Background: an optimization exercise with open tools, aiming at a short achievable clock period and few clock cycles. Do not read the settings as production practice. The RTL was checked by simulation tests, not by an equivalence proof against the original design. Power figures rest on the tool's default switching activity, not on a simulated workload.

## design/flow/config.mk

```make
export PLATFORM = sky130hd
export DESIGN_NAME = cpu16
export DESIGN_NICKNAME = cpu16
export VERILOG_FILES = /design/flow/design.v
export SDC_FILE = /design/flow/constraint.sdc
export NUM_CORES = 4
export LEC_CHECK = 0
export CAP_MARGIN = 20
export CORE_MARGIN = 2
export CORE_UTILIZATION = 40
export SLEW_MARGIN = 20
```

## design/flow/constraint.sdc

```tcl
create_clock -name core_clock -period 6.0 [get_ports {clk}]
set_input_delay 1.2000 -clock core_clock [delete_from_list [all_inputs] [get_ports {clk}]]
set_output_delay 1.2000 -clock core_clock [all_outputs]
set_load 0.01 [all_outputs]
```

## design/flow/design.v

```verilog
package cpuPkg;
	parameter int DataWidth = 16;
	parameter int RegAddrWidth = 3;
	parameter logic [DataWidth-1:0] InstrBytes = 2;
	typedef enum logic [4:0] {
		opHalt  = 5'b00000,
		opNop   = 5'b00001,
		opAddi  = 5'b01000,
		opSubi  = 5'b01001,
		opBeqz  = 5'b01100,
		opBnez  = 5'b01101,
		opSt    = 5'b10000,
		opLd    = 5'b10001,
		opAluRR = 5'b11011
	} opcode_t;
	typedef enum logic [1:0] {
		aluAdd  = 2'b00,
		aluSub  = 2'b01,
		aluXor  = 2'b10,
		aluAndn = 2'b11
	} aluOp_t;
	typedef struct packed {
		logic cyc;
		logic stb;
		logic we;
		logic [DataWidth-1:0] adr;
		logic [DataWidth-1:0] datW;
	} wbReq_t;
	typedef struct packed {
		logic ack;
		logic [DataWidth-1:0] datR;
	} wbRsp_t;
	typedef struct packed {
		logic en;
		logic [RegAddrWidth-1:0] addr;
		logic [DataWidth-1:0] data;
	} regWrite_t;
	typedef struct packed {
		logic valid;
		logic [DataWidth-1:0] pc;
		opcode_t opcode;
		aluOp_t aluFn;
		logic [RegAddrWidth-1:0] rs;
		logic [RegAddrWidth-1:0] rt;
		logic [DataWidth-1:0] rsVal;
		logic [DataWidth-1:0] rtVal;
		logic [DataWidth-1:0] imm;
		logic [RegAddrWidth-1:0] rd;
		logic regWe;
		logic isLoad;
		logic isStore;
		logic isBranch;
		logic isHalt;
		logic isIllegal;
	} idEx_t;
	typedef struct packed {
		logic valid;
		logic [DataWidth-1:0] result;
		logic [DataWidth-1:0] storeData;
		logic [RegAddrWidth-1:0] dest;
		logic regWe;
		logic isLoad;
		logic isStore;
		logic isHalt;
		logic isIllegal;
	} exMem_t;
	typedef struct packed {
		logic valid;
		logic stop;
		logic [DataWidth-1:0] target;
	} redirect_t;
endpackage
`timescale 1ns/1ps
module fetchStage #(
	parameter logic [cpuPkg::DataWidth-1:0] ResetPc = '0
) (
	input  logic clk,
	input  logic arstN,
	input  logic holdFetch,
	input  logic memBusy,
	input  cpuPkg::redirect_t redirect,
	input  cpuPkg::wbRsp_t iBusRsp,
	output cpuPkg::wbReq_t iBusReq,
	output logic [cpuPkg::DataWidth-1:0] fetchedInstr,
	output logic [cpuPkg::DataWidth-1:0] fetchedPc,
	output logic fetchedValid,
	output logic advance
);
	logic [cpuPkg::DataWidth-1:0] pc;
	logic [cpuPkg::DataWidth-1:0] reqAdr;
	logic [cpuPkg::DataWidth-1:0] fetchAddr;
	logic [cpuPkg::DataWidth-1:0] bufInstr;
	logic [cpuPkg::DataWidth-1:0] bufPc;
	logic bufValid;
	logic busCyc;
	logic stopped;
	logic ackNow;
	logic consume;
	logic startReq;
	assign advance = (bufValid || stopped) && !memBusy;
	assign consume = advance && !holdFetch;
	assign ackNow = busCyc && iBusRsp.ack;
	assign fetchAddr = redirect.valid ? redirect.target : pc;
	assign startReq = !busCyc && !stopped && !(redirect.valid && redirect.stop) &&
		(!bufValid || consume || redirect.valid);
	always_ff @(posedge clk or negedge arstN) begin
		if (!arstN) begin
			pc <= ResetPc;
			busCyc <= 1'b0;
			stopped <= 1'b0;
			bufValid <= 1'b0;
		end else begin
			if (startReq) begin
				busCyc <= 1'b1;
				pc <= fetchAddr + cpuPkg::InstrBytes;
			end else if (redirect.valid) begin
				pc <= redirect.target;
			end
			if (ackNow) begin
				busCyc <= 1'b0;
			end
			if (redirect.valid && redirect.stop) begin
				stopped <= 1'b1;
			end
			if (redirect.valid) begin
				bufValid <= 1'b0;
			end else if (ackNow) begin
				bufValid <= 1'b1;
			end else if (consume) begin
				bufValid <= 1'b0;
			end
		end
	end
	always_ff @(posedge clk) begin
		if (startReq) begin
			reqAdr <= fetchAddr;
		end
		if (ackNow) begin
			bufInstr <= iBusRsp.datR;
			bufPc <= reqAdr;
		end
	end
	always_comb begin
		iBusReq.cyc = busCyc;
		iBusReq.stb = busCyc;
		iBusReq.we = 1'b0;
		iBusReq.adr = reqAdr;
		iBusReq.datW = '0;
	end
	assign fetchedInstr = bufInstr;
	assign fetchedPc = bufPc;
	assign fetchedValid = bufValid;
endmodule
`timescale 1ns/1ps
module decodeStage (
	input  logic clk,
	input  logic arstN,
	input  logic advance,
	input  logic [cpuPkg::DataWidth-1:0] fetchedInstr,
	input  logic [cpuPkg::DataWidth-1:0] fetchedPc,
	input  logic fetchedValid,
	input  cpuPkg::redirect_t redirect,
	input  cpuPkg::regWrite_t wbWrite,
	input  logic [cpuPkg::RegAddrWidth-1:0] idExLoadDest,
	input  logic idExIsLoad,
	output logic holdFetch,
	output cpuPkg::idEx_t idExNext
);
	localparam int RegCount = 1 << cpuPkg::RegAddrWidth;
	localparam int DW = cpuPkg::DataWidth;
	logic ifIdValid;
	logic [DW-1:0] ifIdInstr;
	logic [DW-1:0] ifIdPc;
	logic [DW-1:0] regs [RegCount];
	logic [cpuPkg::RegAddrWidth-1:0] rs;
	logic [cpuPkg::RegAddrWidth-1:0] rt;
	logic [DW-1:0] rsVal;
	logic [DW-1:0] rtVal;
	logic [DW-1:0] imm5;
	logic [DW-1:0] imm8;
	logic usesRs;
	logic usesRt;
	always_ff @(posedge clk or negedge arstN) begin
		if (!arstN) begin
			ifIdValid <= 1'b0;
		end else if (advance) begin
			if (redirect.valid) begin
				ifIdValid <= 1'b0;
			end else if (!holdFetch) begin
				ifIdValid <= fetchedValid;
			end
		end
	end
	always_ff @(posedge clk) begin
		if (advance && !holdFetch) begin
			ifIdInstr <= fetchedInstr;
			ifIdPc <= fetchedPc;
		end
	end
	always_ff @(posedge clk or negedge arstN) begin
		if (!arstN) begin
			for (int i = 0; i < RegCount; i++) begin
				regs[i] <= '0;
			end
		end else if (wbWrite.en) begin
			regs[wbWrite.addr] <= wbWrite.data;
		end
	end
	assign rs = ifIdInstr[10:8];
	assign rt = ifIdInstr[7:5];
	assign rsVal = (wbWrite.en && wbWrite.addr == rs) ? wbWrite.data : regs[rs];
	assign rtVal = (wbWrite.en && wbWrite.addr == rt) ? wbWrite.data : regs[rt];
	assign imm5 = {{(DW - 5){ifIdInstr[4]}}, ifIdInstr[4:0]};
	assign imm8 = {{(DW - 8){ifIdInstr[7]}}, ifIdInstr[7:0]};
	always_comb begin
		idExNext = '0;
		idExNext.pc = ifIdPc;
		idExNext.rs = rs;
		idExNext.rt = rt;
		idExNext.rsVal = rsVal;
		idExNext.rtVal = rtVal;
		idExNext.imm = imm5;
		idExNext.rd = ifIdInstr[7:5];
		idExNext.opcode = cpuPkg::opNop;
		idExNext.aluFn = cpuPkg::aluAdd;
		usesRs = 1'b0;
		usesRt = 1'b0;
		case (ifIdInstr[15:11])
			cpuPkg::opHalt: begin
				idExNext.opcode = cpuPkg::opHalt;
				idExNext.isHalt = 1'b1;
			end
			cpuPkg::opNop: idExNext.opcode = cpuPkg::opNop;
			cpuPkg::opAddi, cpuPkg::opSubi: begin
				idExNext.opcode = cpuPkg::opcode_t'(ifIdInstr[15:11]);
				idExNext.aluFn = ifIdInstr[11] ? cpuPkg::aluSub : cpuPkg::aluAdd;
				idExNext.regWe = 1'b1;
				usesRs = 1'b1;
			end
			cpuPkg::opBeqz, cpuPkg::opBnez: begin
				idExNext.opcode = cpuPkg::opcode_t'(ifIdInstr[15:11]);
				idExNext.imm = imm8;
				idExNext.isBranch = 1'b1;
				usesRs = 1'b1;
			end
			cpuPkg::opSt: begin
				idExNext.opcode = cpuPkg::opSt;
				idExNext.isStore = 1'b1;
				usesRs = 1'b1;
				usesRt = 1'b1;
			end
			cpuPkg::opLd: begin
				idExNext.opcode = cpuPkg::opLd;
				idExNext.isLoad = 1'b1;
				idExNext.regWe = 1'b1;
				usesRs = 1'b1;
			end
			cpuPkg::opAluRR: begin
				idExNext.opcode = cpuPkg::opAluRR;
				idExNext.aluFn = cpuPkg::aluOp_t'(ifIdInstr[1:0]);
				idExNext.rd = ifIdInstr[4:2];
				idExNext.regWe = 1'b1;
				usesRs = 1'b1;
				usesRt = 1'b1;
			end
			default: idExNext.isIllegal = 1'b1;
		endcase
		holdFetch = ifIdValid && idExIsLoad &&
			((usesRs && rs == idExLoadDest) || (usesRt && rt == idExLoadDest));
		idExNext.valid = ifIdValid && !holdFetch && !redirect.valid;
	end
endmodule
`timescale 1ns/1ps
module executeStage (
	input  logic clk,
	input  logic arstN,
	input  logic advance,
	input  cpuPkg::idEx_t idExNext,
	input  cpuPkg::regWrite_t exMemFwd,
	input  cpuPkg::regWrite_t memWbFwd,
	output logic [cpuPkg::RegAddrWidth-1:0] idExLoadDest,
	output logic idExIsLoad,
	output cpuPkg::redirect_t redirect,
	output cpuPkg::exMem_t exMemNext
);
	cpuPkg::idEx_t idEx;
	logic [cpuPkg::DataWidth-1:0] rsFwd;
	logic [cpuPkg::DataWidth-1:0] rtFwd;
	logic [cpuPkg::DataWidth-1:0] opB;
	logic [cpuPkg::DataWidth-1:0] aluOut;
	logic useImm;
	logic rsZero;
	logic taken;
	always_ff @(posedge clk or negedge arstN) begin
		if (!arstN) begin
			idEx <= '0;
		end else if (advance) begin
			idEx <= idExNext;
		end
	end
	assign rsFwd = (exMemFwd.en && exMemFwd.addr == idEx.rs) ? exMemFwd.data :
		(memWbFwd.en && memWbFwd.addr == idEx.rs) ? memWbFwd.data : idEx.rsVal;
	assign rtFwd = (exMemFwd.en && exMemFwd.addr == idEx.rt) ? exMemFwd.data :
		(memWbFwd.en && memWbFwd.addr == idEx.rt) ? memWbFwd.data : idEx.rtVal;
	assign useImm = (idEx.opcode == cpuPkg::opAddi) || (idEx.opcode == cpuPkg::opSubi) ||
		(idEx.opcode == cpuPkg::opLd) || (idEx.opcode == cpuPkg::opSt);
	assign opB = useImm ? idEx.imm : rtFwd;
	always_comb begin
		case (idEx.aluFn)
			cpuPkg::aluAdd:  aluOut = rsFwd + opB;
			cpuPkg::aluSub:  aluOut = opB - rsFwd;
			cpuPkg::aluXor:  aluOut = rsFwd ^ opB;
			cpuPkg::aluAndn: aluOut = rsFwd & ~opB;
		endcase
	end
	assign rsZero = (rsFwd == '0);
	assign taken = idEx.isBranch && ((idEx.opcode == cpuPkg::opBeqz) ? rsZero : !rsZero);
	always_comb begin
		redirect.valid = idEx.valid && advance && (taken || idEx.isHalt || idEx.isIllegal);
		redirect.stop = idEx.isHalt || idEx.isIllegal;
		redirect.target = idEx.pc + cpuPkg::InstrBytes + idEx.imm;
	end
	always_comb begin
		exMemNext.valid = idEx.valid;
		exMemNext.result = aluOut;
		exMemNext.storeData = rtFwd;
		exMemNext.dest = idEx.rd;
		exMemNext.regWe = idEx.regWe;
		exMemNext.isLoad = idEx.isLoad;
		exMemNext.isStore = idEx.isStore;
		exMemNext.isHalt = idEx.isHalt;
		exMemNext.isIllegal = idEx.isIllegal;
	end
	assign idExLoadDest = idEx.rd;
	assign idExIsLoad = idEx.valid && idEx.isLoad;
endmodule
`timescale 1ns/1ps
module memStage (
	input  logic clk,
	input  logic arstN,
	input  logic advance,
	input  cpuPkg::exMem_t exMemNext,
	input  cpuPkg::wbRsp_t dBusRsp,
	output cpuPkg::wbReq_t dBusReq,
	output logic memBusy,
	output cpuPkg::regWrite_t exMemFwd,
	output cpuPkg::regWrite_t memWbFwd,
	output cpuPkg::regWrite_t wbWrite,
	output logic halted,
	output logic err
);
	cpuPkg::exMem_t exMem;
	cpuPkg::regWrite_t memWb;
	logic memWbStop;
	logic memWbIllegal;
	logic [cpuPkg::DataWidth-1:0] loadData;
	logic [cpuPkg::DataWidth-1:0] loadValue;
	logic memOp;
	logic accDone;
	logic accGap;
	logic dCyc;
	logic dAck;
	assign memOp = exMem.valid && (exMem.isLoad || exMem.isStore);
	assign dCyc = memOp && !accDone && !accGap;
	assign dAck = dCyc && dBusRsp.ack;
	assign memBusy = memOp && !accDone && !dAck;
	assign loadValue = dAck ? dBusRsp.datR : loadData;
	always_comb begin
		dBusReq.cyc = dCyc;
		dBusReq.stb = dCyc;
		dBusReq.we = exMem.isStore;
		dBusReq.adr = exMem.result;
		dBusReq.datW = exMem.storeData;
	end
	always_ff @(posedge clk or negedge arstN) begin
		if (!arstN) begin
			exMem <= '0;
			memWb <= '0;
			memWbStop <= 1'b0;
			memWbIllegal <= 1'b0;
			accDone <= 1'b0;
			accGap <= 1'b0;
			halted <= 1'b0;
			err <= 1'b0;
		end else begin
			accGap <= dAck;
			if (advance) begin
				accDone <= 1'b0;
			end else if (dAck) begin
				accDone <= 1'b1;
			end
			if (advance) begin
				exMem <= exMemNext;
				memWb.en <= exMem.valid && exMem.regWe;
				memWb.addr <= exMem.dest;
				memWb.data <= exMem.isLoad ? loadValue : exMem.result;
				memWbStop <= exMem.valid && (exMem.isHalt || exMem.isIllegal);
				memWbIllegal <= exMem.valid && exMem.isIllegal;
				if (memWbStop) begin
					halted <= 1'b1;
					err <= memWbIllegal;
				end
			end
		end
	end
	always_ff @(posedge clk) begin
		if (dAck) begin
			loadData <= dBusRsp.datR;
		end
	end
	always_comb begin
		exMemFwd.en = exMem.valid && exMem.regWe && !exMem.isLoad;
		exMemFwd.addr = exMem.dest;
		exMemFwd.data = exMem.result;
	end
	assign memWbFwd = memWb;
	assign wbWrite = memWb;
endmodule
`timescale 1ns/1ps
module proc #(
	parameter logic [cpuPkg::DataWidth-1:0] ResetPc = '0
) (
	input  logic clk,
	input  logic arstN,
	output cpuPkg::wbReq_t iBusReq,
	input  cpuPkg::wbRsp_t iBusRsp,
	output cpuPkg::wbReq_t dBusReq,
	input  cpuPkg::wbRsp_t dBusRsp,
	output logic halted,
	output logic err
);
	logic advance;
	logic holdFetch;
	logic memBusy;
	logic [cpuPkg::DataWidth-1:0] fetchedInstr;
	logic [cpuPkg::DataWidth-1:0] fetchedPc;
	logic fetchedValid;
	logic [cpuPkg::RegAddrWidth-1:0] idExLoadDest;
	logic idExIsLoad;
	cpuPkg::redirect_t redirect;
	cpuPkg::idEx_t idExNext;
	cpuPkg::exMem_t exMemNext;
	cpuPkg::regWrite_t exMemFwd;
	cpuPkg::regWrite_t memWbFwd;
	cpuPkg::regWrite_t wbWrite;
	fetchStage #(
		.ResetPc(ResetPc)
	) fetch (
		.clk, .arstN, .holdFetch, .memBusy, .redirect, .iBusRsp, .iBusReq,
		.fetchedInstr, .fetchedPc, .fetchedValid, .advance
	);
	decodeStage decode (
		.clk, .arstN, .advance, .fetchedInstr, .fetchedPc, .fetchedValid,
		.redirect, .wbWrite, .idExLoadDest, .idExIsLoad, .holdFetch, .idExNext
	);
	executeStage execute (
		.clk, .arstN, .advance, .idExNext, .exMemFwd, .memWbFwd,
		.idExLoadDest, .idExIsLoad, .redirect, .exMemNext
	);
	memStage mem (
		.clk, .arstN, .advance, .exMemNext, .dBusRsp, .dBusReq, .memBusy,
		.exMemFwd, .memWbFwd, .wbWrite, .halted, .err
	);
endmodule
`timescale 1ns/1ps
module cpu16 (
	input  logic clk,
	input  logic arstN,
	output logic iCyc,
	output logic iStb,
	output logic [15:0] iAdr,
	input  logic iAck,
	input  logic [15:0] iDatR,
	output logic dCyc,
	output logic dStb,
	output logic dWe,
	output logic [15:0] dAdr,
	output logic [15:0] dDatW,
	input  logic dAck,
	input  logic [15:0] dDatR,
	output logic halted,
	output logic err
);
	cpuPkg::wbReq_t iBusReq;
	cpuPkg::wbRsp_t iBusRsp;
	cpuPkg::wbReq_t dBusReq;
	cpuPkg::wbRsp_t dBusRsp;
	proc #(
		.ResetPc(16'h0000)
	) core (
		.clk, .arstN, .iBusReq, .iBusRsp, .dBusReq, .dBusRsp, .halted, .err
	);
	assign iCyc = iBusReq.cyc;
	assign iStb = iBusReq.stb;
	assign iAdr = iBusReq.adr;
	assign iBusRsp.ack = iAck;
	assign iBusRsp.datR = iDatR;
	assign dCyc = dBusReq.cyc;
	assign dStb = dBusReq.stb;
	assign dWe = dBusReq.we;
	assign dAdr = dBusReq.adr;
	assign dDatW = dBusReq.datW;
	assign dBusRsp.ack = dAck;
	assign dBusRsp.datR = dDatR;
endmodule
```

## design/flow/run.sh

```bash
#!/bin/bash
# synth_recipe.tcl (not shown) runs the flow's synth.tcl, then flattens the netlist and writes it again
# the make line also repeats each setting of config.mk as NAME=value (left out here)
make -C /OpenROAD-flow-scripts/flow DESIGN_CONFIG=/design/flow/config.mk WORK_HOME=/design/flow/orfs CLKGATE_MAP_FILE= SYNTH_SCRIPT=/design/flow/synth_recipe.tcl finish
```

==> results.yml <==
synth:
  synth.area.top_cells: "dfrtp_1, edfxtp_1, mux2_2, nand2_1, o21ai_0"
  avgSynthCellArea_um2: 10.29
  yosysUniqueCellTypes: 80
  syn_nets: 2133
  yosysWarnings: 5
  postSynthCellCount: 2034
  synth_top_area_share_pct: 35.15
  ys_seq_area_share_pct: 48.16
  yosysTopAreaCell: "dfrtp_1"
  synth_edf_count: 80
  yosys_register_bits: 390
  synth_area_um2: 20930
  synthFlopType: "dfrtp_1"
  synthArstFlopShare_pct: 75.38
worst_setup_path:
  crit_start: "core.execute.idEx[60]$_DFFE_PN0P_"
  r2r_start: "core.execute.idEx[60]$_DFFE_PN0P_"
  critical_path_arrival_ns: 5.45
  endpoint_kind: "flip-flop"
  crit_type: "flip-flop to flip-flop"
  crit_path_start_kind: "flip-flop"
  required_ns: 6.49
  crit_fanout: 11
cells_and_area:
  fin_util_pct: 45.94
  multi_input_area_um2: 9907
  final_nets: 2136
  finalInstanceArea_um2: 23660
  regArea_um2: 10080
  antenna_cells: 0
  drive_gt1_share_pct: 14.88
  fillers: 4876
  area_delta_synth_final_pct: 13.07
  final_common_cell: "nand2_1"
  final_cell_mix: "nand2_1, dfrtp_1, o21ai_0"
  layout.cells.non_filler: 2750
cts:
  cts_root_buf: "clkbuf_16"
  cts_tree: "built"
  cts_hold_buf: 0
  path_clk_slew_ns: 0.06
  htreeDepth: 2
  post_cts_buffers: 0
  cts_buffer_depth: 3
  post_cts_resized: 0
  cts_buffers: 42
  clk-insertion-delay-late_ns: 0.57
  cts.sink_count: 390
routing:
  firstDrtPassIters: 8
  routed_wl_um: 56010
  drc: 0
  vias: 15180
  drt_iter0_drc: 1155
  wl_per_cell_um: 20.37
  vias_per_cell: 5.521
  drtAntennaViolNets: 0
sta:
  fin_tns_setup_ns: 0
  final.period_utilization_pct: 82.76
  min_period_ns: 4.966
  slew_headroom_pct: 29.52
  fin_worst_skew_ns: 0.02125
  drv_slew: 0
  hold_viol: 0
  fmax_mhz: 201.4
  tightest_slew_ns: 1.053
  final-setup-viol-count: 0
  rsz0062_at_grt: "no"
status:
  status: "complete, no violations"
die:
  num_rows: 83
  fp.dieW_um: 232.7
  die_h_um: 232.7
  die-area_um2: 54170
  coreArea_um2: 51510
  initial_core_util_pct: 40.63
  io-pin-count: 91
power:
  p_int_uw: 7979
  pwr-share-clk_pct: 18.9
  power_frac_comb_pct: 47.3
  switchingPower_uw: 5796
  cellPowerDensity_nw_per_um2: 582.1
  peakVddDrop_v: 0.0002568
  switching_share_pct: 42.08
  p_seq_share_pct: 33.8
  p_leak_uw: 0.01047
grt:
  met1_usage_pct: 27.71
  grt_max_degree: 131
  met2_usage_pct: 34.46
  grt-ovfl-total: 0
  grt_first_pass_wirelength_um: 88010
  grt_pass1_vias: 15210
  antenna_found_initial: 0
  grt_usage_pct: 20.95
  gr-max-usage-layer: "met2"
  grt_util_met3_pct: 3.027
place:
  place_area_um2: 22250
  place_inst: 2672
  gp_congestion: 0.8666
  io_buffers: 90
  dp_hpwl_um: 36870
hold_path:
  hp-class: "flip-flop to flip-flop"
  hold_start: "core.fetch.bufPc[2]$_DFFE_PP_"
run:
  cap_violations: 0
==> cells by family after synthesis <==
family | count (synthesis) | share of synthesized area, %
simple gates | 537 | 11.31
compound gates | 451 | 12.89
flops | 390 | 48.16
mux | 281 | 15.51
buf+inv | 229 | 4.818
xor+xnor | 83 | 3.473
fa+ha+maj | 63 | 3.838
==> power by group through the flow <==
| stage | sequential [uW] | combinational, uW | clock [uW] |
|---|---|---|---|
| after global routing | 4770 | 7290 | 2780 |
| after detailed placement | 4700 | 6480 | 0 |
| after global placement | 4660 | 6360 | 0 |
| after CTS | 4660 | 6520 | 2660 |
| after floorplan | 4180 | 5070 | 0 |
| final | 4650 | 6520 | 2600 |
==> flip-flops by register name, summed over array words and instances, names as in the netlist, 20 cells and up <==
signal             flops
core.decode.regs     128
core.execute.idEx     79
core.mem.exMem        41
core.mem.memWb        20
==> worst max-delay path, cell delays in order (launching register included) <==
cell	delay, ns
dfrtp_1	0.42
xor2_1	0.19
nor4_2	0.81
o21ai_0	0.43
inv_1	0.14
ha_1	0.17
nor2_1	0.06
xnor2_1	0.24
ha_1	0.31
a21o_1	0.20
a21oi_1	0.25
o21bai_1	0.10
a21oi_1	0.26
o21bai_1	0.12
a211oi_1	0.33
o21ai_0	0.21
a41oi_1	0.27
xnor2_1	0.14
mux2i_1	0.08
o21ai_0	0.14
==> cells in the mapped netlist, types with 22 or more instances <==
cell type  instances
ha_1              61
nor2_1            87
inv_1             62
xor2_1            28
nor3_1            22
xnor2_1           55
edfxtp_1          80
clkbuf_1         111
dfrtp_1          294
nand2_1          317
mux2i_1          106
o21ai_0          221
nand3_1           33
a21oi_1           82
buf_4             34
mux2_2           153
==> metrics by stage <==
stage	setup slack, ns	hold WS [ns]	total power (uW)
after floorplan	1.377	0.4003	9248
after global placement	1.265	0.4015	11020
after detailed placement	1.170	0.4045	11180
after CTS	1.139	0.4172	13840
after global routing	0.5889	0.4211	14840
final	1.034	0.4153	13780
==> metal layers <==
metal	up-vias	wire length [um]
li1	7169	-
met1	7531	24730
met2	375	26550
met3	109	2644
met4	0	2082
met5	-	0
==> cell type report <==
cell class              instances  share of cell area [%]
repair buffers                126                   5.108
well taps                     680                   3.595
clock inverters                 5                  0.1057
multi-input cells            1415                   41.87
clock buffers                  72                   5.747
inverters                      62                  0.9835
flip-flops and latches        390                   42.60
==> path summary, 6_finish.rpt <==
kind / to / cells after the start / slack, ns
worst max-delay path: core.mem.exMem[38]$_DFFE_PN0P_ / 19 / 1.03
worst min-delay path: core.decode.ifIdPc[2]$_DFFE_PP_ / 0 / 0.42
worst max register to register: core.mem.exMem[38]$_DFFE_PN0P_ / 19 / 1.03
worst min register to register: core.decode.ifIdPc[2]$_DFFE_PP_ / 0 / 0.42
max in group asynchronous: core.decode.regs[4][1]$_DFFE_PN0P_ / 2 / 3.90
min in group asynchronous: core.decode.regs[6][0]$_DFFE_PN0P_ / 1 / 0.69
Testbench counts, summed over its fixed seeds: cycles 182,431.

## separate check: timing with driven ports
Ports are ideal in the flow. The routed layout listed here was re-timed in OpenROAD.
Step 1 sets driving cells, clkbuf_16 on the clock port and buf_2 on the other inputs (assumed; they add their load-dependent delay and slew).
Step 2, shift: input delay + t, output delay - t, t = (earliest + latest rising clock arrival at the registers) / 2. This alone moves slack from input paths to output paths.
Three values: no drivers, after step 1, after step 2; two values: the first two.
t, ns: 0.623
slack for setup (ns): 1.034 / 1.034 / 1.034
worst slew at a driven data input, ns: 0.05
After both steps this run still meets setup and hold. The setup slack of this run moves by 0.000 ns with the drivers and by 0.000 ns with both steps.
